What follows belongs to an exercise in optimizing a design on an open flow for small area, a short achievable clock period and few clock cycles per item; a production flow would make more cautious choices.
Function was checked by simulation only, so behaviour that the tests miss may differ from the original.

// rgb_to_hsv_converter_top
module rgb_to_hsv_converter_top (
  input  logic        clk,
  input  logic        rst,
  input  logic        push,
  input  logic [31:0] pixel,
  output logic        full,
  output logic        empty,
  input  logic        pop,
  output logic [39:0] hsv
);
  logic en;
  logic s1_vld;
  logic [7:0] s1_alpha;
  logic [7:0] s1_mx;
  logic [7:0] s1_d;
  logic s1_hq;
  logic [7:0] s1_hr;
  logic [1:0] s1_m3;
  logic s2_vld;
  logic [7:0] s2_alpha;
  logic [7:0] s2_mx;
  logic [7:0] s2_d;
  logic [2:0] s2_hq;
  logic [7:0] s2_hr;
  logic [1:0] s2_m3;
  logic s3_vld;
  logic [7:0] s3_alpha;
  logic [7:0] s3_mx;
  logic [7:0] s3_d;
  logic [4:0] s3_hq;
  logic [7:0] s3_hr;
  logic [1:0] s3_m3;
  logic s4_vld;
  logic [7:0] s4_alpha;
  logic [7:0] s4_mx;
  logic [7:0] s4_d;
  logic [6:0] s4_hq;
  logic [7:0] s4_hr;
  logic [1:0] s4_m3;
  logic [0:0] s4_lb;
  logic s5_vld;
  logic [7:0] s5_alpha;
  logic [7:0] s5_mx;
  logic [7:0] s5_d;
  logic [8:0] s5_hq;
  logic [7:0] s5_hr;
  logic [1:0] s5_m3;
  logic [7:0] s5_sr;
  logic s5_sq;
  logic [1:0] s5_lb;
  logic s6_vld;
  logic [7:0] s6_alpha;
  logic [7:0] s6_mx;
  logic [7:0] s6_d;
  logic [10:0] s6_hq;
  logic [7:0] s6_hr;
  logic [1:0] s6_m3;
  logic [7:0] s6_sr;
  logic [2:0] s6_sq;
  logic [1:0] s6_lb;
  logic s7_vld;
  ...
For scale: about 2300 cells after synthesis, roughly 78 I/O pins, ~26000 sq um of cells after synthesis.
make LEC_CHECK=0 CAP_MARGIN=20 CORE_MARGIN=2 CORE_UTILIZATION=65 CTS_BUF_LIST=sky130_fd_sc_hd__clkbuf_8 PLACE_DENSITY=0.9 SETUP_SLACK_MARGIN=4.0 SLEW_MARGIN=20 finish   # period 8.5 ns
run.sh (not shown) runs the stock make flow with config.mk's settings and CLKGATE_MAP_FILE= SYNTH_SCRIPT=/design/flow/synth_recipe.tcl, a recipe that flattens the netlist after the stock synthesis.
Testbench counts at the start, summed over its fixed seeds: cycles 8,264, items 8,192.
Then changed:
- CORE_UTILIZATION: 65 -> 40
- PLACE_DENSITY: 0.9 -> not set
- SETUP_SLACK_MARGIN: 4.0 -> 4.4
Effect:
- synthesized cell count does not change
- clock-buffer cell count goes up by 12
- wire length went up by 3.3%
- setup slack improved by 360 ps
- clock skew is lower by 20 ps
- sequential cell count does not change
- critical path depth fell by 2
- core utilization decreases by 25 points
Then changed:
- CAP_MARGIN: 20 -> 0
- SETUP_SLACK_MARGIN: 4.4 -> 4.0
- SLEW_MARGIN: 20 -> 0
Result: The new run completed without violations; cell area drops by 5.7%; first-iteration DRC count went down by 9.9%; area after synthesis does not change; via count fell by about 3%.
Then changed:
- CAP_MARGIN: 0 -> 20
- CORE_UTILIZATION: 40 -> 55
- PLACE_DENSITY: not set -> 0.8
- SETUP_SLACK_MARGIN: 4.0 -> 3.8
- SLEW_MARGIN: 0 -> 20
What happened: The new run ran to the end with no violations. Wire length fell by 2.2%. Hold slack improved by 14 ps. Cell count fell by 8.5%. Synthesized area does not change. Cell area fell by about 2.6%. Synthesized cell count does not change. Fmax fell by about 1.4%.

Another version of the RTL of rgb_to_hsv_converter_top (not shown whole).
For scale: about 430 flip-flops, about 78 I/O pins.
clock: 8.5 ns
lec_check: 0
cap_margin: 20
core_margin: 2
core_utilization: 55
cts_buf_list: sky130_fd_sc_hd__clkbuf_8
place_density: 0.8
setup_slack_margin: 4.0
slew_margin: 20
standard.sh (not shown) runs the stock make flow with config.mk's settings and CLKGATE_MAP_FILE= SYNTH_SCRIPT=/design/flow/synth_recipe.tcl, a recipe that flattens the netlist after the stock synthesis.
==> flow/flow/run.sh <==
#!/bin/bash
set -euo pipefail
export BUFFER_PORTS_ARGS="-buffer_cell sky130_fd_sc_hd__buf_1"
bash standard.sh > standard.log 2>&1
Testbench counts at the start, summed over its fixed seeds: cycles 8,264, items 8,192.
==> next run, changes <==
==> flow/run.sh (new file) <==
#!/bin/bash
# synth_recipe.tcl (not shown) runs the flow's synth.tcl, then flattens the netlist and writes it again
# the make line also repeats each setting of config.mk as NAME=value (left out here)
make -C /OpenROAD-flow-scripts/flow DESIGN_CONFIG=/design/flow/config.mk WORK_HOME=/design/flow/orfs CLKGATE_MAP_FILE= SYNTH_SCRIPT=/design/flow/synth_recipe.tcl finish
- TNS_END_PERCENT: unset -> 20
removed: flow/flow/run.sh
removed: flow/standard.sh
Cell area is higher by a few percent. Global-route usage is about the same. Via count goes up slightly. First-iteration DRC count goes down by about a fifth. Clock-buffer cell count went up by 3.
==> next run, changes <==
- TNS_END_PERCENT: 20 -> unset
Outcome: The changed run produced a clean layout; clock-buffer cell count stays the same; core utilization stays flat; cell area stays flat; setup slack improved by 0.10 ns.

rgb_to_hsv_converter_top with an RTL version that a note above also has.
Size in the first run: roughly 440 flip-flops, roughly 78 I/O pins, ~26000 um2 of cells after synthesis.
clock: 8.5 ns
lec_check: 0
cap_margin: 20
core_margin: 2
core_utilization: 55
cts_buf_list: sky130_fd_sc_hd__clkbuf_8
place_density: 0.8
setup_slack_margin: 4.0
slew_margin: 20
run.sh (not shown) runs the stock make flow with config.mk's settings and CLKGATE_MAP_FILE= SYNTH_SCRIPT=/design/flow/synth_recipe.tcl, a recipe that flattens the netlist after the stock synthesis.
Stock flow here: none of the scripts above is used.
Testbench counts at the start, summed over its fixed seeds: cycles 8,264, items 8,192.
Edit:
--- a/flow/config.mk
+++ b/flow/config.mk
@@ -8,7 +8,6 @@
 export CAP_MARGIN = 20
 export CORE_MARGIN = 2
-export CORE_UTILIZATION = 55
+export CORE_UTILIZATION = 40
 export CTS_BUF_LIST = sky130_fd_sc_hd__clkbuf_8
-export PLACE_DENSITY = 0.8
 export SETUP_SLACK_MARGIN = 4.0
 export SLEW_MARGIN = 20
=> Clock-buffer cell count rose by 7; wire length climbs by 1.2%; worst hold slack loses 0.0045 ns.

==> afterwards: timing with drivers on the ports <==
How much do the figures lean on ideal ports? The routed layouts below were timed once more, with nothing changed but the port constraints.
Step 1 (the two cells are an assumption about what drives the block):
set clk [get_ports {clk}]
set_driving_cell -lib_cell sky130_fd_sc_hd__clkbuf_16 $clk
set_driving_cell -lib_cell sky130_fd_sc_hd__buf_2 [delete_from_list [all_inputs] $clk]
Step 2, shift: input delay + t, output delay - t, t = (earliest + latest rising clock arrival at the registers) / 2. This alone moves slack from input paths to output paths.
Three values: ideal ports, drivers, drivers and shift; two values: the first two.
| run | t, ns | setup WS [ns] | hold WS [ns] | worst setup path after step 2 |
|---|---|---|---|---|
| the first run of note 1 | 0.672 | 3.941 / 3.941 / 3.522 | 0.388 / 0.388 / 0.388 | input to register |
| the second run of note 1 | 0.696 | 4.304 / 4.304 / 3.789 | 0.403 / 0.403 / 0.403 | input to register |
| the third run of note 1 | 0.697 | 3.956 / 3.956 / 3.499 | 0.393 / 0.393 / 0.393 | input to register |
| the fourth run of note 1 | 0.697 | 3.890 / 3.866 / 3.335 | 0.407 / 0.407 / 0.407 | input to register |
| the first run of note 2 | 0.663 | 4.138 / 4.138 / 3.950 | 0.412 / 0.412 / 0.412 | input to register |
| the second run of note 2 | 0.680 | 4.033 / 4.033 / 3.565 | 0.407 / 0.407 / 0.407 | input to register |
| the third run of note 2 | 0.675 | 4.136 / 4.117 / 3.613 | 0.409 / 0.409 / 0.409 | input to register |
| the first run of note 3 | 0.677 | 4.163 / 4.163 / 3.531 | 0.413 / 0.413 / 0.413 | input to register |
| the second run of note 3 | 0.708 | 4.057 / 4.057 / 3.481 | 0.409 / 0.409 / 0.409 | input to register |
After both steps setup and hold are still met in every run listed. For the first run of note 3, which loses most, drivers alone change the setup slack by 0.000 ns; drivers and shift together by -0.632 ns.
